What follows belongs to an exercise in optimizing a design on an open flow for small area, a short achievable clock period and few clock cycles per item; a production flow would make more cautious choices.
Only simulation tests tie the RTL to the original design; equivalence was not proved.

==> flow/design.v, too long to show whole: its modules and the start of the top module <==
// module srpg_datapath: 199 lines
// module srpg_mac: 4715 lines
// module stepper_ramp_period_generator: 165 lines
module stepper_ramp_period_generator (
	input  wire logic        clk,
	input  wire logic        arst_n,
	input  wire logic        s_tvalid,
	output logic             s_tready,
	input  wire logic [31:0] s_tdata,    
	input  wire logic        s_tuser,    
	output logic             m_tvalid,
	input  wire logic        m_tready,
	output logic      [23:0] m_tdata,    
	output logic             m_tlast,    
	input  wire logic        cfg_we,
	input  wire logic [1:0]  cfg_index,
	input  wire logic [55:0] cfg_data
);
  // ...
==> flow/run.sh <==
#!/bin/bash
# synth_recipe.tcl (not shown) runs the flow's synth.tcl, then flattens the netlist and writes it again
# the make line also repeats each setting of config.mk as NAME=value (left out here)
make -C /OpenROAD-flow-scripts/flow DESIGN_CONFIG=/design/flow/config.mk WORK_HOME=/design/flow/orfs CLKGATE_MAP_FILE= SYNTH_SCRIPT=/design/flow/synth_recipe.tcl finish
==> flow/config.mk <==
export PLATFORM = sky130hd
export DESIGN_NAME = stepper_ramp_period_generator
export DESIGN_NICKNAME = stepper_ramp_period_generator
export VERILOG_FILES = /design/flow/design.v
export SDC_FILE = /design/flow/constraint.sdc
export NUM_CORES = 4
export LEC_CHECK = 0
export ABC_AREA = 1
export CAP_MARGIN = 20
export CORE_MARGIN = 2
export CORE_UTILIZATION = 48
export PLACE_DENSITY = 0.65
export SETUP_SLACK_MARGIN = 4.5
export SLEW_MARGIN = 20
export TNS_END_PERCENT = 0
==> flow/constraint.sdc <==
create_clock -name core_clock -period 12.0 [get_ports {clk}]
set_input_delay 2.4000 -clock core_clock [delete_from_list [all_inputs] [get_ports {clk}]]
set_output_delay 2.4000 -clock core_clock [all_outputs]
set_load 0.01 [all_outputs]
==> run notes, run 1 <==
* Layout area overhead at 12.8%
* CTS tree: yes
* GR peak layer: met2
* Max reg flops at 65
* Worst Setup EP: u_dp.op_a[29]
* Critical path launch point: u_dp.st[10]
* Final hold violation count at 0
* Worst Path Required at 12.64 ns
* Met2 usage at 72.1%
* Slowest stage delay, CP at between 0.5 and 0.6 ns
* Post-CTS Setup Inserts at 53
* Synth cell count leaders: nand2_1, inv_1, nor2_1
* TNS Setup at 0 ns
* Regs by FF count: u_dp.acc x65, u_dp.x x64, accel_m_q x56
* Die Y at 362 um
* Syn Inst Count at 8,630
* Most common cell after layout, fill and taps aside: nand2_1
* Clock buffer depth at 3
* Layout fillers at 12,359
* Reg clk slew, reported paths at 0.07 ns
* Met2 wire len at 139,000 um
* Die area at ~130,000 um2
* Post-synthesis cell type with the largest combined area: fa_1
* Status: finished clean
* Synthesized area at roughly 61,000 um2
* Cell type taking the most area: multi-input combinational cells
* Top sig layer: met5
* First-pass GRT wire length at 497,000 um
* Xor and xnor area share after synthesis at 9.21%
* Reg2Reg Capture Point: u_dp.op_a[29]
* Synth Area in Compound Gates at between 15 and 20%
* Yosys cell types at between 60 and 70
* Largest family of logic cells by synthesized area: adder cells
* WHS Endpoint: accel_dist_q[0]
* Pre-CTS worst setup slack at 2.07 ns
* Cell chosen for the clock root: clkbuf_16
* Unrepaired setup endpoints after global routing: true
* Post-route ant nets at 0
* ANT cells at 37
* Initial Util at 48.2%
Testbench counts, summed over its fixed seeds: cycles 84,664, items 21,940.
==> run 2: changes to the inputs <==
--- a/flow/design.v
+++ b/flow/design.v
@@ -4933,17 +4933,739 @@
 	assign ft2349 = fc2154 ^ fs2156;
 	assign fs2347 = ft2349 ^ c[63];
 	assign fc2348 = (fc2154 & fs2156) | (ft2349 & c[63]);
 	assign ft2352 = fc2157 ^ c[64];
 	assign fs2350 = ft2352 ^ 1'b1;
 	assign fc2351 = (fc2157 & c[64]) | (ft2352 & 1'b1);
 	wire [64:0] r0 = {fc2348, fc2345, fc2342, fc2339, fc2336, fc2333, fc2330, fc2327, fc2324, fc2321, fc2318, fc2315, fc2312, fc2309, fc2306, fc2303, fc2300, fc2297, fc2294, fc2291, fc2288, fc2285, fc2282, fc2279, fc2276, fc2273, fc2270, fc2267, fc2264, fc2261, fc2258, fc2255, fc2252, fc2249, fc2246, fc2243, fc2240, fc2237, fc2234, fc2231, fc2228, fc2225, fc2222, fc2219, fc2216, fc2213, fc2210, fc2207, fc2204, fc2201, fc2198, fc2195, fc2192, fc2189, fc2186, fc2183, fc2180, fc2177, fc2174, fc2171, fc2168, fc2165, fc2162, hc2160, hs2159};
 	wire [64:0] r1 = {fs2350, fs2347, fs2344, fs2341, fs2338, fs2335, fs2332, fs2329, fs2326, fs2323, fs2320, fs2317, fs2314, fs2311, fs2308, fs2305, fs2302, fs2299, fs2296, fs2293, fs2290, fs2287, fs2284, fs2281, fs2278, fs2275, fs2272, fs2269, fs2266, fs2263, fs2260, fs2257, fs2254, fs2251, fs2248, fs2245, fs2242, fs2239, fs2236, fs2233, fs2230, fs2227, fs2224, fs2221, fs2218, fs2215, fs2212, fs2209, fs2206, fs2203, fs2200, fs2197, fs2194, fs2191, fs2188, fs2185, fs2182, fs2179, fs2176, fs2173, fs2170, fs2167, fs2164, fs2161, cin};
-	assign y = r0 + r1;
+	wire [64:0] g0 = r0 & r1;
+	wire [64:0] p0 = r0 ^ r1;
+	wire cpg1 = g0[1] | (p0[1] & g0[0]);
+	wire cpp1 = p0[1] & p0[0];
+	wire cpg2 = g0[2] | (p0[2] & g0[1]);
+	wire cpp2 = p0[2] & p0[1];
+	wire cpg3 = g0[3] | (p0[3] & g0[2]);
+	wire cpp3 = p0[3] & p0[2];
+	wire cpg4 = g0[4] | (p0[4] & g0[3]);
+	wire cpp4 = p0[4] & p0[3];
+	wire cpg5 = g0[5] | (p0[5] & g0[4]);
+	wire cpp5 = p0[5] & p0[4];
+	wire cpg6 = g0[6] | (p0[6] & g0[5]);
+	wire cpp6 = p0[6] & p0[5];
+	wire cpg7 = g0[7] | (p0[7] & g0[6]);
+	wire cpp7 = p0[7] & p0[6];
+	wire cpg8 = g0[8] | (p0[8] & g0[7]);
+	wire cpp8 = p0[8] & p0[7];
+	wire cpg9 = g0[9] | (p0[9] & g0[8]);
+	wire cpp9 = p0[9] & p0[8];
+	wire cpg10 = g0[10] | (p0[10] & g0[9]);
+	wire cpp10 = p0[10] & p0[9];
+	wire cpg11 = g0[11] | (p0[11] & g0[10]);
+	wire cpp11 = p0[11] & p0[10];
+	wire cpg12 = g0[12] | (p0[12] & g0[11]);
+	wire cpp12 = p0[12] & p0[11];
+	wire cpg13 = g0[13] | (p0[13] & g0[12]);
+	wire cpp13 = p0[13] & p0[12];
+	wire cpg14 = g0[14] | (p0[14] & g0[13]);
+	wire cpp14 = p0[14] & p0[13];
+	wire cpg15 = g0[15] | (p0[15] & g0[14]);
+	wire cpp15 = p0[15] & p0[14];
+	wire cpg16 = g0[16] | (p0[16] & g0[15]);
+	wire cpp16 = p0[16] & p0[15];
+	wire cpg17 = g0[17] | (p0[17] & g0[16]);
+	wire cpp17 = p0[17] & p0[16];
+	wire cpg18 = g0[18] | (p0[18] & g0[17]);
+	wire cpp18 = p0[18] & p0[17];
+	wire cpg19 = g0[19] | (p0[19] & g0[18]);
+	wire cpp19 = p0[19] & p0[18];
+	wire cpg20 = g0[20] | (p0[20] & g0[19]);
+	wire cpp20 = p0[20] & p0[19];
+	wire cpg21 = g0[21] | (p0[21] & g0[20]);
+	wire cpp21 = p0[21] & p0[20];
+	wire cpg22 = g0[22] | (p0[22] & g0[21]);
+	wire cpp22 = p0[22] & p0[21];
+	wire cpg23 = g0[23] | (p0[23] & g0[22]);
+	wire cpp23 = p0[23] & p0[22];
+	wire cpg24 = g0[24] | (p0[24] & g0[23]);
+	wire cpp24 = p0[24] & p0[23];
+	wire cpg25 = g0[25] | (p0[25] & g0[24]);
+	wire cpp25 = p0[25] & p0[24];
+	wire cpg26 = g0[26] | (p0[26] & g0[25]);
+	wire cpp26 = p0[26] & p0[25];
+	wire cpg27 = g0[27] | (p0[27] & g0[26]);
+	wire cpp27 = p0[27] & p0[26];
+	wire cpg28 = g0[28] | (p0[28] & g0[27]);
+	wire cpp28 = p0[28] & p0[27];
+	wire cpg29 = g0[29] | (p0[29] & g0[28]);
+	wire cpp29 = p0[29] & p0[28];
+	wire cpg30 = g0[30] | (p0[30] & g0[29]);
+	wire cpp30 = p0[30] & p0[29];
+	wire cpg31 = g0[31] | (p0[31] & g0[30]);
+	wire cpp31 = p0[31] & p0[30];
+	wire cpg32 = g0[32] | (p0[32] & g0[31]);
+	wire cpp32 = p0[32] & p0[31];
+	wire cpg33 = g0[33] | (p0[33] & g0[32]);
+	wire cpp33 = p0[33] & p0[32];
+	wire cpg34 = g0[34] | (p0[34] & g0[33]);
+	wire cpp34 = p0[34] & p0[33];
+	wire cpg35 = g0[35] | (p0[35] & g0[34]);
+	wire cpp35 = p0[35] & p0[34];
+	wire cpg36 = g0[36] | (p0[36] & g0[35]);
+	wire cpp36 = p0[36] & p0[35];
+	wire cpg37 = g0[37] | (p0[37] & g0[36]);
+	wire cpp37 = p0[37] & p0[36];
+	wire cpg38 = g0[38] | (p0[38] & g0[37]);
+	wire cpp38 = p0[38] & p0[37];
+	wire cpg39 = g0[39] | (p0[39] & g0[38]);
+	wire cpp39 = p0[39] & p0[38];
+	wire cpg40 = g0[40] | (p0[40] & g0[39]);
+	wire cpp40 = p0[40] & p0[39];
+	wire cpg41 = g0[41] | (p0[41] & g0[40]);
+	wire cpp41 = p0[41] & p0[40];
+	wire cpg42 = g0[42] | (p0[42] & g0[41]);
+	wire cpp42 = p0[42] & p0[41];
+	wire cpg43 = g0[43] | (p0[43] & g0[42]);
+	wire cpp43 = p0[43] & p0[42];
+	wire cpg44 = g0[44] | (p0[44] & g0[43]);
+	wire cpp44 = p0[44] & p0[43];
+	wire cpg45 = g0[45] | (p0[45] & g0[44]);
+	wire cpp45 = p0[45] & p0[44];
+	wire cpg46 = g0[46] | (p0[46] & g0[45]);
+	wire cpp46 = p0[46] & p0[45];
+	wire cpg47 = g0[47] | (p0[47] & g0[46]);
+	wire cpp47 = p0[47] & p0[46];
+	wire cpg48 = g0[48] | (p0[48] & g0[47]);
+	wire cpp48 = p0[48] & p0[47];
+	wire cpg49 = g0[49] | (p0[49] & g0[48]);
+	wire cpp49 = p0[49] & p0[48];
+	wire cpg50 = g0[50] | (p0[50] & g0[49]);
+	wire cpp50 = p0[50] & p0[49];
+	wire cpg51 = g0[51] | (p0[51] & g0[50]);
+	wire cpp51 = p0[51] & p0[50];
+	wire cpg52 = g0[52] | (p0[52] & g0[51]);
+	wire cpp52 = p0[52] & p0[51];
+	wire cpg53 = g0[53] | (p0[53] & g0[52]);
+	wire cpp53 = p0[53] & p0[52];
+	wire cpg54 = g0[54] | (p0[54] & g0[53]);
+	wire cpp54 = p0[54] & p0[53];
+	wire cpg55 = g0[55] | (p0[55] & g0[54]);
+	wire cpp55 = p0[55] & p0[54];
+	wire cpg56 = g0[56] | (p0[56] & g0[55]);
+	wire cpp56 = p0[56] & p0[55];
+	wire cpg57 = g0[57] | (p0[57] & g0[56]);
+	wire cpp57 = p0[57] & p0[56];
+	wire cpg58 = g0[58] | (p0[58] & g0[57]);
+	wire cpp58 = p0[58] & p0[57];
+	wire cpg59 = g0[59] | (p0[59] & g0[58]);
+	wire cpp59 = p0[59] & p0[58];
+	wire cpg60 = g0[60] | (p0[60] & g0[59]);
+	wire cpp60 = p0[60] & p0[59];
+	wire cpg61 = g0[61] | (p0[61] & g0[60]);
+	wire cpp61 = p0[61] & p0[60];
+	wire cpg62 = g0[62] | (p0[62] & g0[61]);
+	wire cpp62 = p0[62] & p0[61];
+	wire cpg63 = g0[63] | (p0[63] & g0[62]);
+	wire cpp63 = p0[63] & p0[62];
+	wire cpg64 = g0[64] | (p0[64] & g0[63]);
+	wire cpp64 = p0[64] & p0[63];
+	wire cpg65 = cpg2 | (cpp2 & g0[0]);
+	wire cpp65 = cpp2 & p0[0];
+	wire cpg66 = cpg3 | (cpp3 & cpg1);
+	wire cpp66 = cpp3 & cpp1;
+	wire cpg67 = cpg4 | (cpp4 & cpg2);
+	wire cpp67 = cpp4 & cpp2;
+	wire cpg68 = cpg5 | (cpp5 & cpg3);
+	wire cpp68 = cpp5 & cpp3;
+	wire cpg69 = cpg6 | (cpp6 & cpg4);
+	wire cpp69 = cpp6 & cpp4;
+	wire cpg70 = cpg7 | (cpp7 & cpg5);
+	wire cpp70 = cpp7 & cpp5;
+	wire cpg71 = cpg8 | (cpp8 & cpg6);
+	wire cpp71 = cpp8 & cpp6;
+	wire cpg72 = cpg9 | (cpp9 & cpg7);
+	wire cpp72 = cpp9 & cpp7;
+	wire cpg73 = cpg10 | (cpp10 & cpg8);
+	wire cpp73 = cpp10 & cpp8;
+	wire cpg74 = cpg11 | (cpp11 & cpg9);
+	wire cpp74 = cpp11 & cpp9;
+	wire cpg75 = cpg12 | (cpp12 & cpg10);
+	wire cpp75 = cpp12 & cpp10;
+	wire cpg76 = cpg13 | (cpp13 & cpg11);
+	wire cpp76 = cpp13 & cpp11;
+	wire cpg77 = cpg14 | (cpp14 & cpg12);
+	wire cpp77 = cpp14 & cpp12;
+	wire cpg78 = cpg15 | (cpp15 & cpg13);
+	wire cpp78 = cpp15 & cpp13;
+	wire cpg79 = cpg16 | (cpp16 & cpg14);
+	wire cpp79 = cpp16 & cpp14;
+	wire cpg80 = cpg17 | (cpp17 & cpg15);
+	wire cpp80 = cpp17 & cpp15;
+	wire cpg81 = cpg18 | (cpp18 & cpg16);
+	wire cpp81 = cpp18 & cpp16;
+	wire cpg82 = cpg19 | (cpp19 & cpg17);
+	wire cpp82 = cpp19 & cpp17;
+	wire cpg83 = cpg20 | (cpp20 & cpg18);
+	wire cpp83 = cpp20 & cpp18;
+	wire cpg84 = cpg21 | (cpp21 & cpg19);
+	wire cpp84 = cpp21 & cpp19;
+	wire cpg85 = cpg22 | (cpp22 & cpg20);
+	wire cpp85 = cpp22 & cpp20;
+	wire cpg86 = cpg23 | (cpp23 & cpg21);
+	wire cpp86 = cpp23 & cpp21;
+	wire cpg87 = cpg24 | (cpp24 & cpg22);
+	wire cpp87 = cpp24 & cpp22;
+	wire cpg88 = cpg25 | (cpp25 & cpg23);
+	wire cpp88 = cpp25 & cpp23;
+	wire cpg89 = cpg26 | (cpp26 & cpg24);
+	wire cpp89 = cpp26 & cpp24;
+	wire cpg90 = cpg27 | (cpp27 & cpg25);
+	wire cpp90 = cpp27 & cpp25;
+	wire cpg91 = cpg28 | (cpp28 & cpg26);
+	wire cpp91 = cpp28 & cpp26;
+	wire cpg92 = cpg29 | (cpp29 & cpg27);
+	wire cpp92 = cpp29 & cpp27;
+	wire cpg93 = cpg30 | (cpp30 & cpg28);
+	wire cpp93 = cpp30 & cpp28;
+	wire cpg94 = cpg31 | (cpp31 & cpg29);
+	wire cpp94 = cpp31 & cpp29;
+	wire cpg95 = cpg32 | (cpp32 & cpg30);
+	wire cpp95 = cpp32 & cpp30;
+	wire cpg96 = cpg33 | (cpp33 & cpg31);
+	wire cpp96 = cpp33 & cpp31;
+	wire cpg97 = cpg34 | (cpp34 & cpg32);
+	wire cpp97 = cpp34 & cpp32;
+	wire cpg98 = cpg35 | (cpp35 & cpg33);
+	wire cpp98 = cpp35 & cpp33;
+	wire cpg99 = cpg36 | (cpp36 & cpg34);
+	wire cpp99 = cpp36 & cpp34;
+	wire cpg100 = cpg37 | (cpp37 & cpg35);
+	wire cpp100 = cpp37 & cpp35;
+	wire cpg101 = cpg38 | (cpp38 & cpg36);
+	wire cpp101 = cpp38 & cpp36;
+	wire cpg102 = cpg39 | (cpp39 & cpg37);
+	wire cpp102 = cpp39 & cpp37;
+	wire cpg103 = cpg40 | (cpp40 & cpg38);
+	wire cpp103 = cpp40 & cpp38;
+	wire cpg104 = cpg41 | (cpp41 & cpg39);
+	wire cpp104 = cpp41 & cpp39;
+	wire cpg105 = cpg42 | (cpp42 & cpg40);
+	wire cpp105 = cpp42 & cpp40;
+	wire cpg106 = cpg43 | (cpp43 & cpg41);
+	wire cpp106 = cpp43 & cpp41;
+	wire cpg107 = cpg44 | (cpp44 & cpg42);
+	wire cpp107 = cpp44 & cpp42;
+	wire cpg108 = cpg45 | (cpp45 & cpg43);
+	wire cpp108 = cpp45 & cpp43;
+	wire cpg109 = cpg46 | (cpp46 & cpg44);
+	wire cpp109 = cpp46 & cpp44;
+	wire cpg110 = cpg47 | (cpp47 & cpg45);
+	wire cpp110 = cpp47 & cpp45;
+	wire cpg111 = cpg48 | (cpp48 & cpg46);
+	wire cpp111 = cpp48 & cpp46;
+	wire cpg112 = cpg49 | (cpp49 & cpg47);
+	wire cpp112 = cpp49 & cpp47;
+	wire cpg113 = cpg50 | (cpp50 & cpg48);
+	wire cpp113 = cpp50 & cpp48;
+	wire cpg114 = cpg51 | (cpp51 & cpg49);
+	wire cpp114 = cpp51 & cpp49;
+	wire cpg115 = cpg52 | (cpp52 & cpg50);
+	wire cpp115 = cpp52 & cpp50;
+	wire cpg116 = cpg53 | (cpp53 & cpg51);
+	wire cpp116 = cpp53 & cpp51;
+	wire cpg117 = cpg54 | (cpp54 & cpg52);
+	wire cpp117 = cpp54 & cpp52;
+	wire cpg118 = cpg55 | (cpp55 & cpg53);
+	wire cpp118 = cpp55 & cpp53;
+	wire cpg119 = cpg56 | (cpp56 & cpg54);
+	wire cpp119 = cpp56 & cpp54;
+	wire cpg120 = cpg57 | (cpp57 & cpg55);
+	wire cpp120 = cpp57 & cpp55;
+	wire cpg121 = cpg58 | (cpp58 & cpg56);
+	wire cpp121 = cpp58 & cpp56;
+	wire cpg122 = cpg59 | (cpp59 & cpg57);
+	wire cpp122 = cpp59 & cpp57;
+	wire cpg123 = cpg60 | (cpp60 & cpg58);
+	wire cpp123 = cpp60 & cpp58;
+	wire cpg124 = cpg61 | (cpp61 & cpg59);
+	wire cpp124 = cpp61 & cpp59;
+	wire cpg125 = cpg62 | (cpp62 & cpg60);
+	wire cpp125 = cpp62 & cpp60;
+	wire cpg126 = cpg63 | (cpp63 & cpg61);
+	wire cpp126 = cpp63 & cpp61;
+	wire cpg127 = cpg64 | (cpp64 & cpg62);
+	wire cpp127 = cpp64 & cpp62;
+	wire cpg128 = cpg67 | (cpp67 & g0[0]);
+	wire cpp128 = cpp67 & p0[0];
+	wire cpg129 = cpg68 | (cpp68 & cpg1);
+	wire cpp129 = cpp68 & cpp1;
+	wire cpg130 = cpg69 | (cpp69 & cpg65);
+	wire cpp130 = cpp69 & cpp65;
+	wire cpg131 = cpg70 | (cpp70 & cpg66);
+	wire cpp131 = cpp70 & cpp66;
+	wire cpg132 = cpg71 | (cpp71 & cpg67);
+	wire cpp132 = cpp71 & cpp67;
+	wire cpg133 = cpg72 | (cpp72 & cpg68);
+	wire cpp133 = cpp72 & cpp68;
+	wire cpg134 = cpg73 | (cpp73 & cpg69);
+	wire cpp134 = cpp73 & cpp69;
+	wire cpg135 = cpg74 | (cpp74 & cpg70);
+	wire cpp135 = cpp74 & cpp70;
+	wire cpg136 = cpg75 | (cpp75 & cpg71);
+	wire cpp136 = cpp75 & cpp71;
+	wire cpg137 = cpg76 | (cpp76 & cpg72);
+	wire cpp137 = cpp76 & cpp72;
+	wire cpg138 = cpg77 | (cpp77 & cpg73);
+	wire cpp138 = cpp77 & cpp73;
+	wire cpg139 = cpg78 | (cpp78 & cpg74);
+	wire cpp139 = cpp78 & cpp74;
+	wire cpg140 = cpg79 | (cpp79 & cpg75);
+	wire cpp140 = cpp79 & cpp75;
+	wire cpg141 = cpg80 | (cpp80 & cpg76);
+	wire cpp141 = cpp80 & cpp76;
+	wire cpg142 = cpg81 | (cpp81 & cpg77);
+	wire cpp142 = cpp81 & cpp77;
+	wire cpg143 = cpg82 | (cpp82 & cpg78);
+	wire cpp143 = cpp82 & cpp78;
+	wire cpg144 = cpg83 | (cpp83 & cpg79);
+	wire cpp144 = cpp83 & cpp79;
+	wire cpg145 = cpg84 | (cpp84 & cpg80);
+	wire cpp145 = cpp84 & cpp80;
+	wire cpg146 = cpg85 | (cpp85 & cpg81);
+	wire cpp146 = cpp85 & cpp81;
+	wire cpg147 = cpg86 | (cpp86 & cpg82);
+	wire cpp147 = cpp86 & cpp82;
+	wire cpg148 = cpg87 | (cpp87 & cpg83);
+	wire cpp148 = cpp87 & cpp83;
+	wire cpg149 = cpg88 | (cpp88 & cpg84);
+	wire cpp149 = cpp88 & cpp84;
+	wire cpg150 = cpg89 | (cpp89 & cpg85);
+	wire cpp150 = cpp89 & cpp85;
+	wire cpg151 = cpg90 | (cpp90 & cpg86);
+	wire cpp151 = cpp90 & cpp86;
+	wire cpg152 = cpg91 | (cpp91 & cpg87);
+	wire cpp152 = cpp91 & cpp87;
+	wire cpg153 = cpg92 | (cpp92 & cpg88);
+	wire cpp153 = cpp92 & cpp88;
+	wire cpg154 = cpg93 | (cpp93 & cpg89);
+	wire cpp154 = cpp93 & cpp89;
+	wire cpg155 = cpg94 | (cpp94 & cpg90);
+	wire cpp155 = cpp94 & cpp90;
+	wire cpg156 = cpg95 | (cpp95 & cpg91);
+	wire cpp156 = cpp95 & cpp91;
+	wire cpg157 = cpg96 | (cpp96 & cpg92);
+	wire cpp157 = cpp96 & cpp92;
+	wire cpg158 = cpg97 | (cpp97 & cpg93);
+	wire cpp158 = cpp97 & cpp93;
+	wire cpg159 = cpg98 | (cpp98 & cpg94);
+	wire cpp159 = cpp98 & cpp94;
+	wire cpg160 = cpg99 | (cpp99 & cpg95);
+	wire cpp160 = cpp99 & cpp95;
+	wire cpg161 = cpg100 | (cpp100 & cpg96);
+	wire cpp161 = cpp100 & cpp96;
+	wire cpg162 = cpg101 | (cpp101 & cpg97);
+	wire cpp162 = cpp101 & cpp97;
+	wire cpg163 = cpg102 | (cpp102 & cpg98);
+	wire cpp163 = cpp102 & cpp98;
+	wire cpg164 = cpg103 | (cpp103 & cpg99);
+	wire cpp164 = cpp103 & cpp99;
+	wire cpg165 = cpg104 | (cpp104 & cpg100);
+	wire cpp165 = cpp104 & cpp100;
+	wire cpg166 = cpg105 | (cpp105 & cpg101);
+	wire cpp166 = cpp105 & cpp101;
+	wire cpg167 = cpg106 | (cpp106 & cpg102);
+	wire cpp167 = cpp106 & cpp102;
+	wire cpg168 = cpg107 | (cpp107 & cpg103);
+	wire cpp168 = cpp107 & cpp103;
+	wire cpg169 = cpg108 | (cpp108 & cpg104);
+	wire cpp169 = cpp108 & cpp104;
+	wire cpg170 = cpg109 | (cpp109 & cpg105);
+	wire cpp170 = cpp109 & cpp105;
+	wire cpg171 = cpg110 | (cpp110 & cpg106);
+	wire cpp171 = cpp110 & cpp106;
+	wire cpg172 = cpg111 | (cpp111 & cpg107);
+	wire cpp172 = cpp111 & cpp107;
+	wire cpg173 = cpg112 | (cpp112 & cpg108);
+	wire cpp173 = cpp112 & cpp108;
+	wire cpg174 = cpg113 | (cpp113 & cpg109);
+	wire cpp174 = cpp113 & cpp109;
+	wire cpg175 = cpg114 | (cpp114 & cpg110);
+	wire cpp175 = cpp114 & cpp110;
+	wire cpg176 = cpg115 | (cpp115 & cpg111);
+	wire cpp176 = cpp115 & cpp111;
+	wire cpg177 = cpg116 | (cpp116 & cpg112);
+	wire cpp177 = cpp116 & cpp112;
+	wire cpg178 = cpg117 | (cpp117 & cpg113);
+	wire cpp178 = cpp117 & cpp113;
+	wire cpg179 = cpg118 | (cpp118 & cpg114);
+	wire cpp179 = cpp118 & cpp114;
+	wire cpg180 = cpg119 | (cpp119 & cpg115);
+	wire cpp180 = cpp119 & cpp115;
+	wire cpg181 = cpg120 | (cpp120 & cpg116);
+	wire cpp181 = cpp120 & cpp116;
+	wire cpg182 = cpg121 | (cpp121 & cpg117);
+	wire cpp182 = cpp121 & cpp117;
+	wire cpg183 = cpg122 | (cpp122 & cpg118);
+	wire cpp183 = cpp122 & cpp118;
+	wire cpg184 = cpg123 | (cpp123 & cpg119);
+	wire cpp184 = cpp123 & cpp119;
+	wire cpg185 = cpg124 | (cpp124 & cpg120);
+	wire cpp185 = cpp124 & cpp120;
+	wire cpg186 = cpg125 | (cpp125 & cpg121);
+	wire cpp186 = cpp125 & cpp121;
+	wire cpg187 = cpg126 | (cpp126 & cpg122);
+	wire cpp187 = cpp126 & cpp122;
+	wire cpg188 = cpg127 | (cpp127 & cpg123);
+	wire cpp188 = cpp127 & cpp123;
+	wire cpg189 = cpg132 | (cpp132 & g0[0]);
+	wire cpp189 = cpp132 & p0[0];
+	wire cpg190 = cpg133 | (cpp133 & cpg1);
+	wire cpp190 = cpp133 & cpp1;
+	wire cpg191 = cpg134 | (cpp134 & cpg65);
+	wire cpp191 = cpp134 & cpp65;
+	wire cpg192 = cpg135 | (cpp135 & cpg66);
+	wire cpp192 = cpp135 & cpp66;
+	wire cpg193 = cpg136 | (cpp136 & cpg128);
+	wire cpp193 = cpp136 & cpp128;
+	wire cpg194 = cpg137 | (cpp137 & cpg129);
+	wire cpp194 = cpp137 & cpp129;
+	wire cpg195 = cpg138 | (cpp138 & cpg130);
+	wire cpp195 = cpp138 & cpp130;
+	wire cpg196 = cpg139 | (cpp139 & cpg131);
+	wire cpp196 = cpp139 & cpp131;
+	wire cpg197 = cpg140 | (cpp140 & cpg132);
+	wire cpp197 = cpp140 & cpp132;
+	wire cpg198 = cpg141 | (cpp141 & cpg133);
+	wire cpp198 = cpp141 & cpp133;
+	wire cpg199 = cpg142 | (cpp142 & cpg134);
+	wire cpp199 = cpp142 & cpp134;
+	wire cpg200 = cpg143 | (cpp143 & cpg135);
+	wire cpp200 = cpp143 & cpp135;
+	wire cpg201 = cpg144 | (cpp144 & cpg136);
+	wire cpp201 = cpp144 & cpp136;
+	wire cpg202 = cpg145 | (cpp145 & cpg137);
+	wire cpp202 = cpp145 & cpp137;
+	wire cpg203 = cpg146 | (cpp146 & cpg138);
+	wire cpp203 = cpp146 & cpp138;
+	wire cpg204 = cpg147 | (cpp147 & cpg139);
+	wire cpp204 = cpp147 & cpp139;
+	wire cpg205 = cpg148 | (cpp148 & cpg140);
+	wire cpp205 = cpp148 & cpp140;
+	wire cpg206 = cpg149 | (cpp149 & cpg141);
+	wire cpp206 = cpp149 & cpp141;
+	wire cpg207 = cpg150 | (cpp150 & cpg142);
+	wire cpp207 = cpp150 & cpp142;
+	wire cpg208 = cpg151 | (cpp151 & cpg143);
+	wire cpp208 = cpp151 & cpp143;
+	wire cpg209 = cpg152 | (cpp152 & cpg144);
+	wire cpp209 = cpp152 & cpp144;
+	wire cpg210 = cpg153 | (cpp153 & cpg145);
+	wire cpp210 = cpp153 & cpp145;
+	wire cpg211 = cpg154 | (cpp154 & cpg146);
+	wire cpp211 = cpp154 & cpp146;
+	wire cpg212 = cpg155 | (cpp155 & cpg147);
+	wire cpp212 = cpp155 & cpp147;
+	wire cpg213 = cpg156 | (cpp156 & cpg148);
+	wire cpp213 = cpp156 & cpp148;
+	wire cpg214 = cpg157 | (cpp157 & cpg149);
+	wire cpp214 = cpp157 & cpp149;
+	wire cpg215 = cpg158 | (cpp158 & cpg150);
+	wire cpp215 = cpp158 & cpp150;
+	wire cpg216 = cpg159 | (cpp159 & cpg151);
+	wire cpp216 = cpp159 & cpp151;
+	wire cpg217 = cpg160 | (cpp160 & cpg152);
+	wire cpp217 = cpp160 & cpp152;
+	wire cpg218 = cpg161 | (cpp161 & cpg153);
+	wire cpp218 = cpp161 & cpp153;
+	wire cpg219 = cpg162 | (cpp162 & cpg154);
+	wire cpp219 = cpp162 & cpp154;
+	wire cpg220 = cpg163 | (cpp163 & cpg155);
+	wire cpp220 = cpp163 & cpp155;
+	wire cpg221 = cpg164 | (cpp164 & cpg156);
+	wire cpp221 = cpp164 & cpp156;
+	wire cpg222 = cpg165 | (cpp165 & cpg157);
+	wire cpp222 = cpp165 & cpp157;
+	wire cpg223 = cpg166 | (cpp166 & cpg158);
+	wire cpp223 = cpp166 & cpp158;
+	wire cpg224 = cpg167 | (cpp167 & cpg159);
+	wire cpp224 = cpp167 & cpp159;
+	wire cpg225 = cpg168 | (cpp168 & cpg160);
+	wire cpp225 = cpp168 & cpp160;
+	wire cpg226 = cpg169 | (cpp169 & cpg161);
+	wire cpp226 = cpp169 & cpp161;
+	wire cpg227 = cpg170 | (cpp170 & cpg162);
+	wire cpp227 = cpp170 & cpp162;
+	wire cpg228 = cpg171 | (cpp171 & cpg163);
+	wire cpp228 = cpp171 & cpp163;
+	wire cpg229 = cpg172 | (cpp172 & cpg164);
+	wire cpp229 = cpp172 & cpp164;
+	wire cpg230 = cpg173 | (cpp173 & cpg165);
+	wire cpp230 = cpp173 & cpp165;
+	wire cpg231 = cpg174 | (cpp174 & cpg166);
+	wire cpp231 = cpp174 & cpp166;
+	wire cpg232 = cpg175 | (cpp175 & cpg167);
+	wire cpp232 = cpp175 & cpp167;
+	wire cpg233 = cpg176 | (cpp176 & cpg168);
+	wire cpp233 = cpp176 & cpp168;
+	wire cpg234 = cpg177 | (cpp177 & cpg169);
+	wire cpp234 = cpp177 & cpp169;
+	wire cpg235 = cpg178 | (cpp178 & cpg170);
+	wire cpp235 = cpp178 & cpp170;
+	wire cpg236 = cpg179 | (cpp179 & cpg171);
+	wire cpp236 = cpp179 & cpp171;
+	wire cpg237 = cpg180 | (cpp180 & cpg172);
+	wire cpp237 = cpp180 & cpp172;
+	wire cpg238 = cpg181 | (cpp181 & cpg173);
+	wire cpp238 = cpp181 & cpp173;
+	wire cpg239 = cpg182 | (cpp182 & cpg174);
+	wire cpp239 = cpp182 & cpp174;
+	wire cpg240 = cpg183 | (cpp183 & cpg175);
+	wire cpp240 = cpp183 & cpp175;
+	wire cpg241 = cpg184 | (cpp184 & cpg176);
+	wire cpp241 = cpp184 & cpp176;
+	wire cpg242 = cpg185 | (cpp185 & cpg177);
+	wire cpp242 = cpp185 & cpp177;
+	wire cpg243 = cpg186 | (cpp186 & cpg178);
+	wire cpp243 = cpp186 & cpp178;
+	wire cpg244 = cpg187 | (cpp187 & cpg179);
+	wire cpp244 = cpp187 & cpp179;
+	wire cpg245 = cpg188 | (cpp188 & cpg180);
+	wire cpp245 = cpp188 & cpp180;
+	wire cpg246 = cpg197 | (cpp197 & g0[0]);
+	wire cpp246 = cpp197 & p0[0];
+	wire cpg247 = cpg198 | (cpp198 & cpg1);
+	wire cpp247 = cpp198 & cpp1;
+	wire cpg248 = cpg199 | (cpp199 & cpg65);
+	wire cpp248 = cpp199 & cpp65;
+	wire cpg249 = cpg200 | (cpp200 & cpg66);
+	wire cpp249 = cpp200 & cpp66;
+	wire cpg250 = cpg201 | (cpp201 & cpg128);
+	wire cpp250 = cpp201 & cpp128;
+	wire cpg251 = cpg202 | (cpp202 & cpg129);
+	wire cpp251 = cpp202 & cpp129;
+	wire cpg252 = cpg203 | (cpp203 & cpg130);
+	wire cpp252 = cpp203 & cpp130;
+	wire cpg253 = cpg204 | (cpp204 & cpg131);
+	wire cpp253 = cpp204 & cpp131;
+	wire cpg254 = cpg205 | (cpp205 & cpg189);
+	wire cpp254 = cpp205 & cpp189;
+	wire cpg255 = cpg206 | (cpp206 & cpg190);
+	wire cpp255 = cpp206 & cpp190;
+	wire cpg256 = cpg207 | (cpp207 & cpg191);
+	wire cpp256 = cpp207 & cpp191;
+	wire cpg257 = cpg208 | (cpp208 & cpg192);
+	wire cpp257 = cpp208 & cpp192;
+	wire cpg258 = cpg209 | (cpp209 & cpg193);
+	wire cpp258 = cpp209 & cpp193;
+	wire cpg259 = cpg210 | (cpp210 & cpg194);
+	wire cpp259 = cpp210 & cpp194;
+	wire cpg260 = cpg211 | (cpp211 & cpg195);
+	wire cpp260 = cpp211 & cpp195;
+	wire cpg261 = cpg212 | (cpp212 & cpg196);
+	wire cpp261 = cpp212 & cpp196;
+	wire cpg262 = cpg213 | (cpp213 & cpg197);
+	wire cpp262 = cpp213 & cpp197;
+	wire cpg263 = cpg214 | (cpp214 & cpg198);
+	wire cpp263 = cpp214 & cpp198;
+	wire cpg264 = cpg215 | (cpp215 & cpg199);
+	wire cpp264 = cpp215 & cpp199;
+	wire cpg265 = cpg216 | (cpp216 & cpg200);
+	wire cpp265 = cpp216 & cpp200;
+	wire cpg266 = cpg217 | (cpp217 & cpg201);
+	wire cpp266 = cpp217 & cpp201;
+	wire cpg267 = cpg218 | (cpp218 & cpg202);
+	wire cpp267 = cpp218 & cpp202;
+	wire cpg268 = cpg219 | (cpp219 & cpg203);
+	wire cpp268 = cpp219 & cpp203;
+	wire cpg269 = cpg220 | (cpp220 & cpg204);
+	wire cpp269 = cpp220 & cpp204;
+	wire cpg270 = cpg221 | (cpp221 & cpg205);
+	wire cpp270 = cpp221 & cpp205;
+	wire cpg271 = cpg222 | (cpp222 & cpg206);
+	wire cpp271 = cpp222 & cpp206;
+	wire cpg272 = cpg223 | (cpp223 & cpg207);
+	wire cpp272 = cpp223 & cpp207;
+	wire cpg273 = cpg224 | (cpp224 & cpg208);
+	wire cpp273 = cpp224 & cpp208;
+	wire cpg274 = cpg225 | (cpp225 & cpg209);
+	wire cpp274 = cpp225 & cpp209;
+	wire cpg275 = cpg226 | (cpp226 & cpg210);
+	wire cpp275 = cpp226 & cpp210;
+	wire cpg276 = cpg227 | (cpp227 & cpg211);
+	wire cpp276 = cpp227 & cpp211;
+	wire cpg277 = cpg228 | (cpp228 & cpg212);
+	wire cpp277 = cpp228 & cpp212;
+	wire cpg278 = cpg229 | (cpp229 & cpg213);
+	wire cpp278 = cpp229 & cpp213;
+	wire cpg279 = cpg230 | (cpp230 & cpg214);
+	wire cpp279 = cpp230 & cpp214;
+	wire cpg280 = cpg231 | (cpp231 & cpg215);
+	wire cpp280 = cpp231 & cpp215;
+	wire cpg281 = cpg232 | (cpp232 & cpg216);
+	wire cpp281 = cpp232 & cpp216;
+	wire cpg282 = cpg233 | (cpp233 & cpg217);
+	wire cpp282 = cpp233 & cpp217;
+	wire cpg283 = cpg234 | (cpp234 & cpg218);
+	wire cpp283 = cpp234 & cpp218;
+	wire cpg284 = cpg235 | (cpp235 & cpg219);
+	wire cpp284 = cpp235 & cpp219;
+	wire cpg285 = cpg236 | (cpp236 & cpg220);
+	wire cpp285 = cpp236 & cpp220;
+	wire cpg286 = cpg237 | (cpp237 & cpg221);
+	wire cpp286 = cpp237 & cpp221;
+	wire cpg287 = cpg238 | (cpp238 & cpg222);
+	wire cpp287 = cpp238 & cpp222;
+	wire cpg288 = cpg239 | (cpp239 & cpg223);
+	wire cpp288 = cpp239 & cpp223;
+	wire cpg289 = cpg240 | (cpp240 & cpg224);
+	wire cpp289 = cpp240 & cpp224;
+	wire cpg290 = cpg241 | (cpp241 & cpg225);
+	wire cpp290 = cpp241 & cpp225;
+	wire cpg291 = cpg242 | (cpp242 & cpg226);
+	wire cpp291 = cpp242 & cpp226;
+	wire cpg292 = cpg243 | (cpp243 & cpg227);
+	wire cpp292 = cpp243 & cpp227;
+	wire cpg293 = cpg244 | (cpp244 & cpg228);
+	wire cpp293 = cpp244 & cpp228;
+	wire cpg294 = cpg245 | (cpp245 & cpg229);
+	wire cpp294 = cpp245 & cpp229;
+	wire cpg295 = cpg262 | (cpp262 & g0[0]);
+	wire cpp295 = cpp262 & p0[0];
+	wire cpg296 = cpg263 | (cpp263 & cpg1);
+	wire cpp296 = cpp263 & cpp1;
+	wire cpg297 = cpg264 | (cpp264 & cpg65);
+	wire cpp297 = cpp264 & cpp65;
+	wire cpg298 = cpg265 | (cpp265 & cpg66);
+	wire cpp298 = cpp265 & cpp66;
+	wire cpg299 = cpg266 | (cpp266 & cpg128);
+	wire cpp299 = cpp266 & cpp128;
+	wire cpg300 = cpg267 | (cpp267 & cpg129);
+	wire cpp300 = cpp267 & cpp129;
+	wire cpg301 = cpg268 | (cpp268 & cpg130);
+	wire cpp301 = cpp268 & cpp130;
+	wire cpg302 = cpg269 | (cpp269 & cpg131);
+	wire cpp302 = cpp269 & cpp131;
+	wire cpg303 = cpg270 | (cpp270 & cpg189);
+	wire cpp303 = cpp270 & cpp189;
+	wire cpg304 = cpg271 | (cpp271 & cpg190);
+	wire cpp304 = cpp271 & cpp190;
+	wire cpg305 = cpg272 | (cpp272 & cpg191);
+	wire cpp305 = cpp272 & cpp191;
+	wire cpg306 = cpg273 | (cpp273 & cpg192);
+	wire cpp306 = cpp273 & cpp192;
+	wire cpg307 = cpg274 | (cpp274 & cpg193);
+	wire cpp307 = cpp274 & cpp193;
+	wire cpg308 = cpg275 | (cpp275 & cpg194);
+	wire cpp308 = cpp275 & cpp194;
+	wire cpg309 = cpg276 | (cpp276 & cpg195);
+	wire cpp309 = cpp276 & cpp195;
+	wire cpg310 = cpg277 | (cpp277 & cpg196);
+	wire cpp310 = cpp277 & cpp196;
+	wire cpg311 = cpg278 | (cpp278 & cpg246);
+	wire cpp311 = cpp278 & cpp246;
+	wire cpg312 = cpg279 | (cpp279 & cpg247);
+	wire cpp312 = cpp279 & cpp247;
+	wire cpg313 = cpg280 | (cpp280 & cpg248);
+	wire cpp313 = cpp280 & cpp248;
+	wire cpg314 = cpg281 | (cpp281 & cpg249);
+	wire cpp314 = cpp281 & cpp249;
+	wire cpg315 = cpg282 | (cpp282 & cpg250);
+	wire cpp315 = cpp282 & cpp250;
+	wire cpg316 = cpg283 | (cpp283 & cpg251);
+	wire cpp316 = cpp283 & cpp251;
+	wire cpg317 = cpg284 | (cpp284 & cpg252);
+	wire cpp317 = cpp284 & cpp252;
+	wire cpg318 = cpg285 | (cpp285 & cpg253);
+	wire cpp318 = cpp285 & cpp253;
+	wire cpg319 = cpg286 | (cpp286 & cpg254);
+	wire cpp319 = cpp286 & cpp254;
+	wire cpg320 = cpg287 | (cpp287 & cpg255);
+	wire cpp320 = cpp287 & cpp255;
+	wire cpg321 = cpg288 | (cpp288 & cpg256);
+	wire cpp321 = cpp288 & cpp256;
+	wire cpg322 = cpg289 | (cpp289 & cpg257);
+	wire cpp322 = cpp289 & cpp257;
+	wire cpg323 = cpg290 | (cpp290 & cpg258);
+	wire cpp323 = cpp290 & cpp258;
+	wire cpg324 = cpg291 | (cpp291 & cpg259);
+	wire cpp324 = cpp291 & cpp259;
+	wire cpg325 = cpg292 | (cpp292 & cpg260);
+	wire cpp325 = cpp292 & cpp260;
+	wire cpg326 = cpg293 | (cpp293 & cpg261);
+	wire cpp326 = cpp293 & cpp261;
+	wire cpg327 = cpg294 | (cpp294 & cpg262);
+	wire cpp327 = cpp294 & cpp262;
+	wire cpg328 = cpg327 | (cpp327 & g0[0]);
+	wire cpp328 = cpp327 & p0[0];
+	assign y[0] = p0[0];
+	assign y[1] = p0[1] ^ g0[0];
+	assign y[2] = p0[2] ^ cpg1;
+	assign y[3] = p0[3] ^ cpg65;
+	assign y[4] = p0[4] ^ cpg66;
+	assign y[5] = p0[5] ^ cpg128;
+	assign y[6] = p0[6] ^ cpg129;
+	assign y[7] = p0[7] ^ cpg130;
+	assign y[8] = p0[8] ^ cpg131;
+	assign y[9] = p0[9] ^ cpg189;
+	assign y[10] = p0[10] ^ cpg190;
+	assign y[11] = p0[11] ^ cpg191;
+	assign y[12] = p0[12] ^ cpg192;
+	assign y[13] = p0[13] ^ cpg193;
+	assign y[14] = p0[14] ^ cpg194;
+	assign y[15] = p0[15] ^ cpg195;
+	assign y[16] = p0[16] ^ cpg196;
+	assign y[17] = p0[17] ^ cpg246;
+	assign y[18] = p0[18] ^ cpg247;
+	assign y[19] = p0[19] ^ cpg248;
+	assign y[20] = p0[20] ^ cpg249;
+	assign y[21] = p0[21] ^ cpg250;
+	assign y[22] = p0[22] ^ cpg251;
+	assign y[23] = p0[23] ^ cpg252;
+	assign y[24] = p0[24] ^ cpg253;
+	assign y[25] = p0[25] ^ cpg254;
+	assign y[26] = p0[26] ^ cpg255;
+	assign y[27] = p0[27] ^ cpg256;
+	assign y[28] = p0[28] ^ cpg257;
+	assign y[29] = p0[29] ^ cpg258;
+	assign y[30] = p0[30] ^ cpg259;
+	assign y[31] = p0[31] ^ cpg260;
+	assign y[32] = p0[32] ^ cpg261;
+	assign y[33] = p0[33] ^ cpg295;
+	assign y[34] = p0[34] ^ cpg296;
+	assign y[35] = p0[35] ^ cpg297;
+	assign y[36] = p0[36] ^ cpg298;
+	assign y[37] = p0[37] ^ cpg299;
+	assign y[38] = p0[38] ^ cpg300;
+	assign y[39] = p0[39] ^ cpg301;
+	assign y[40] = p0[40] ^ cpg302;
+	assign y[41] = p0[41] ^ cpg303;
+	assign y[42] = p0[42] ^ cpg304;
+	assign y[43] = p0[43] ^ cpg305;
+	assign y[44] = p0[44] ^ cpg306;
+	assign y[45] = p0[45] ^ cpg307;
+	assign y[46] = p0[46] ^ cpg308;
+	assign y[47] = p0[47] ^ cpg309;
+	assign y[48] = p0[48] ^ cpg310;
+	assign y[49] = p0[49] ^ cpg311;
+	assign y[50] = p0[50] ^ cpg312;
+	assign y[51] = p0[51] ^ cpg313;
+	assign y[52] = p0[52] ^ cpg314;
+	assign y[53] = p0[53] ^ cpg315;
+	assign y[54] = p0[54] ^ cpg316;
+	assign y[55] = p0[55] ^ cpg317;
+	assign y[56] = p0[56] ^ cpg318;
+	assign y[57] = p0[57] ^ cpg319;
+	assign y[58] = p0[58] ^ cpg320;
+	assign y[59] = p0[59] ^ cpg321;
+	assign y[60] = p0[60] ^ cpg322;
+	assign y[61] = p0[61] ^ cpg323;
+	assign y[62] = p0[62] ^ cpg324;
+	assign y[63] = p0[63] ^ cpg325;
+	assign y[64] = p0[64] ^ cpg326;
 endmodule
 `default_nettype wire
 `default_nettype none
 import srpg_pkg::*;
 module stepper_ramp_period_generator (
 	input  wire logic        clk,
 	input  wire logic        arst_n,
 	input  wire logic        s_tvalid,
==> flow/config.mk (replaced) <==
export PLATFORM = sky130hd
export DESIGN_NAME = stepper_ramp_period_generator
export DESIGN_NICKNAME = stepper_ramp_period_generator
export VERILOG_FILES = /design/flow/design.v
export SDC_FILE = /design/flow/constraint.sdc
export NUM_CORES = 4
export LEC_CHECK = 0
export ABC_AREA = 1
export CAP_MARGIN = 20
export CORE_MARGIN = 2
export CORE_UTILIZATION = 40
export SETUP_SLACK_MARGIN = 4.5
export SLEW_MARGIN = 20
export TNS_END_PERCENT = 0
==> run 2 against run 1 <==
Maximum frequency grew 2.0%. Area after synthesis is 0.26% lower. First-iteration DRC count fell by 24%.
==> run notes, run 2 <==
* Post-synthesis cell type with the largest combined area: fa_1
* Cell chosen for the clock root: clkbuf_16
* Final setup fails at 0
* Cell row count at 143
* Post-DP HPWL at roughly 300,000 um
* Final hold violation count at 0 (unchanged)
* Slowest stage delay, CP at 0.62 ns (+0.08 ns)
* Worst Path Required at 12.64 ns (about the same)
* Setup ws final at about 4.4 ns
* Unrepaired setup endpoints after global routing: true
* Synth top area cells: fa_1, nand2_1, xor2_1
* Mean Syn Cell Area at 7.22 um2
* Layout fillers at 15,710 (+27%)
* Post-synth ARST share at 47.3%
* Ratio of cells with drive above 1 in the final layout at 11.2%
* Clk sink count at 442
* Finished Core Util at ~46%
* DR vias at 69,053
* Vias in the first global route at 65,774
* CTS tree: yes
* TNS Setup at 0 ns (unchanged)
* Pre-CTS worst setup slack at 2.49 ns (+0.413 ns)
* Synth cell count leaders: nand2_1, inv_1, o21ai_0
* Max-slew violations at 0
* Die area at 156,000 um2 (+19%)
* Status: finished clean
* Worst-Margin Slew at 1.40 ns
* Layout area overhead at 14.7%
* Skew-Pair Late Insertion Delay at 0.75 ns
* IO Port Bufs at 117
* Hold WS at 0.475 ns
* Share of the synthesized area in the top cell type at 16.9%
* Boundary pin count at 123
* Period Utilization, post-route at 63.1%
* Post-Route WL at 400,000 um
* Yosys cell types at 66 (-1.5%)
* Gr ovfl total at 0
* Initial antenna violation count at between 40 and 50
* Most frequent cell after synthesis: nand2_1
* Final Skew at 0.0483 ns
* CTS Buf Count at 56
* Syn Inst Count at 8,488 (-1.6%)
* Most frequent cells in the layout: nand2_1, inv_1, o21ai_0, xor2_1, nor2_1
* Core Box Area at 152,000 um2
* Largest net degree at the start of global routing at 127
* Prevailing post-synth register cell: dfrtp_1
* Sequential-to-total area share from yosys stat at 18.4%
* Gr usage total at between 40% and 50%
* DR vias/cell at 6.51
* Count of yosys warnings during synthesis at 2
* Post-synth EDFFs at 137
* Clock buffer depth at 3 (unchanged)
* Most common cell after layout, fill and taps aside: nand2_1
* Class of the worst hold path: flip-flop to flip-flop
* Min cycle time layout at 7.58 ns
* Seq cells post-synth at 442
* Drt drc at 0
* Initial Util at 40.3% (-8.0 points)
* Crit end category: flip-flop
* First-pass GRT wire length at 544,000 um (+9.4%)
* Slowest cell on crit path: edfxtp_1
* Setup slack, reg-to-reg at approximately 4.4 ns
* Final Wtd Congestion at 1.13
* Die width at 395 um
* Post-route ant nets at 0 (unchanged)
* Synthesized area at 61,300 um2 (-0.26%)
* First-pass detailed-route iteration total at 9
* Largest Register: u_dp.acc
* Arr. time, crit path at between 8 and 9 ns
* Regs by FF count: u_dp.acc x65, u_dp.x x64, accel_m_q x56
* CP Launch Type: flip-flop
* Critical Path Most Common Cell: nand2_1
* H-tree depth at 2
* Routed wire per std cell at 37.6 um
* Initial drt markers at 9,894
* Final nets at approximately 9,300
* Max reg flops at 65 (unchanged)
* Rel. slew slack at 6.02%
* CTS Hold Buffers Added at 0
* Critical path peak fanout at 23
* Reg clk slew, reported paths at 0.07 ns (about the same)
* Critical path class: flip-flop to flip-flop
* Die Y at 395 um (+9.3%)
* Peak Freq at ~130 MHz
* Max Cap Violations at 0
==> run 2: cell count changes after synthesis, moves of 27 or more <==
cell / before / now
a21oi_1: 417 / 498
inv_1: 1240 / 1120
nand2_1: 1585 / 1620
nand3_1: 361 / 334
nor2_1: 707 / 544
o211ai_1: 74 / 109
o221ai_1: 76 / 42
==> run 2: worst paths after layout <==
check                                         to         start  cells after the start
worst max-delay path                u_dp.op_a[8]  u_dp.acc[60]                     42
worst min-delay path                      eng_ok        eng_ok                      2
worst max register to register      u_dp.op_a[8]  u_dp.acc[60]                     42
worst min register to register            eng_ok        eng_ok                      2
max in group asynchronous             u_dp.st[2]        arst_n                      2
min in group asynchronous       accel_dist_q[22]        arst_n                      1
==> run 2: cells by family after synthesis <==
kind of cell	synth area share, %
AO/OA/AOI/OAI	20.1
buffers and inverters	11.0
multiplexers	0.684
adder cells (fa/ha/maj)	21.5
other	0.00612
flip-flops	18.4
XOR/XNOR	9.66
AND/OR/NAND/NOR	18.7
==> run 2: worst max-delay path: cells and delay by family, from the launching register on <==
kind | cells | cell delay [ns]
AND/OR/NAND/NOR | 34 | 5.09
buffers and inverters | 6 | 1.28
flip-flops | 1 | 0.62
adder cells (fa/ha/maj) | 1 | 0.29
AO/OA/AOI/OAI | 1 | 0.14
==> run 2: metrics by stage <==
stage	cells	instance area (um2)
final	10615	70300
after global routing	10597	70300
after CTS	10534	68900
after detailed placement	10342	65200
after global placement	10341	65100
after floorplan	8492	61400
==> run 2: timing repair <==
item,in CTS,in global routing
setup buffers,80,42
endpoints found under the setup margin,254,147
resized for setup,282,193
cloned,6,4
pin swaps,25,27
==> run 2: area by class of cell <==
class,count,area (um2),share of cell area (%)
sequential,442,11400,16.2
clock inverter,17,198,0.281
timing repair inverter,4,30.0,0.0427
multi-input combinational,6304,44800,63.7
timing repair buffer,545,5150,7.33
clock buffer,89,1730,2.46
inverter,1159,4470,6.36
tap,2030,2540,3.61
antenna,25,62.6,0.0890
==> run 2: layer usage <==
metal	routed length (um)	share of wire, %	GRT usage [%]	up-vias
li1	-	-	-	28264
met1	138000	35	57.7	33414
met5	111	0.028	0	-
met2	169000	42	74.5	5624
met3	48900	12	16.4	1735
met4	43400	11	41.4	16
Testbench counts of run 2, summed over its fixed seeds: cycles 84,664, items 21,940.

-- separate check: timing with driven ports --
The flow's constraints put no driver on any port. The routed layouts listed below were extracted and timed again, unchanged, in two steps.
Step 1, drivers: a clkbuf_16 drives clk and a buf_2 each remaining input, both assumed.
Step 2, shift: input delay + t, output delay - t, t = (earliest + latest rising clock arrival at the registers) / 2. This alone moves slack from input paths to output paths.
Slacks: ideal / step 1 / step 2; pairs: ideal / step 1.
run | t, ns | setup WS [ns] | hold WS [ns] | clock arrival spread, ns | pins driven straight from the clock port
run 1 | 0.749 | 4.269 / 4.269 / 3.764 | 0.477 / 0.477 / 0.477 | 0.043 / 0.042 | 1
run 2 | 0.790 | 4.423 / 4.423 / 3.684 | 0.475 / 0.475 / 0.475 | 0.048 / 0.048 | 1
After both steps every run listed still meets setup and hold. For run 2, which loses most, drivers alone change the setup slack by 0.000 ns; drivers and shift together by -0.739 ns.
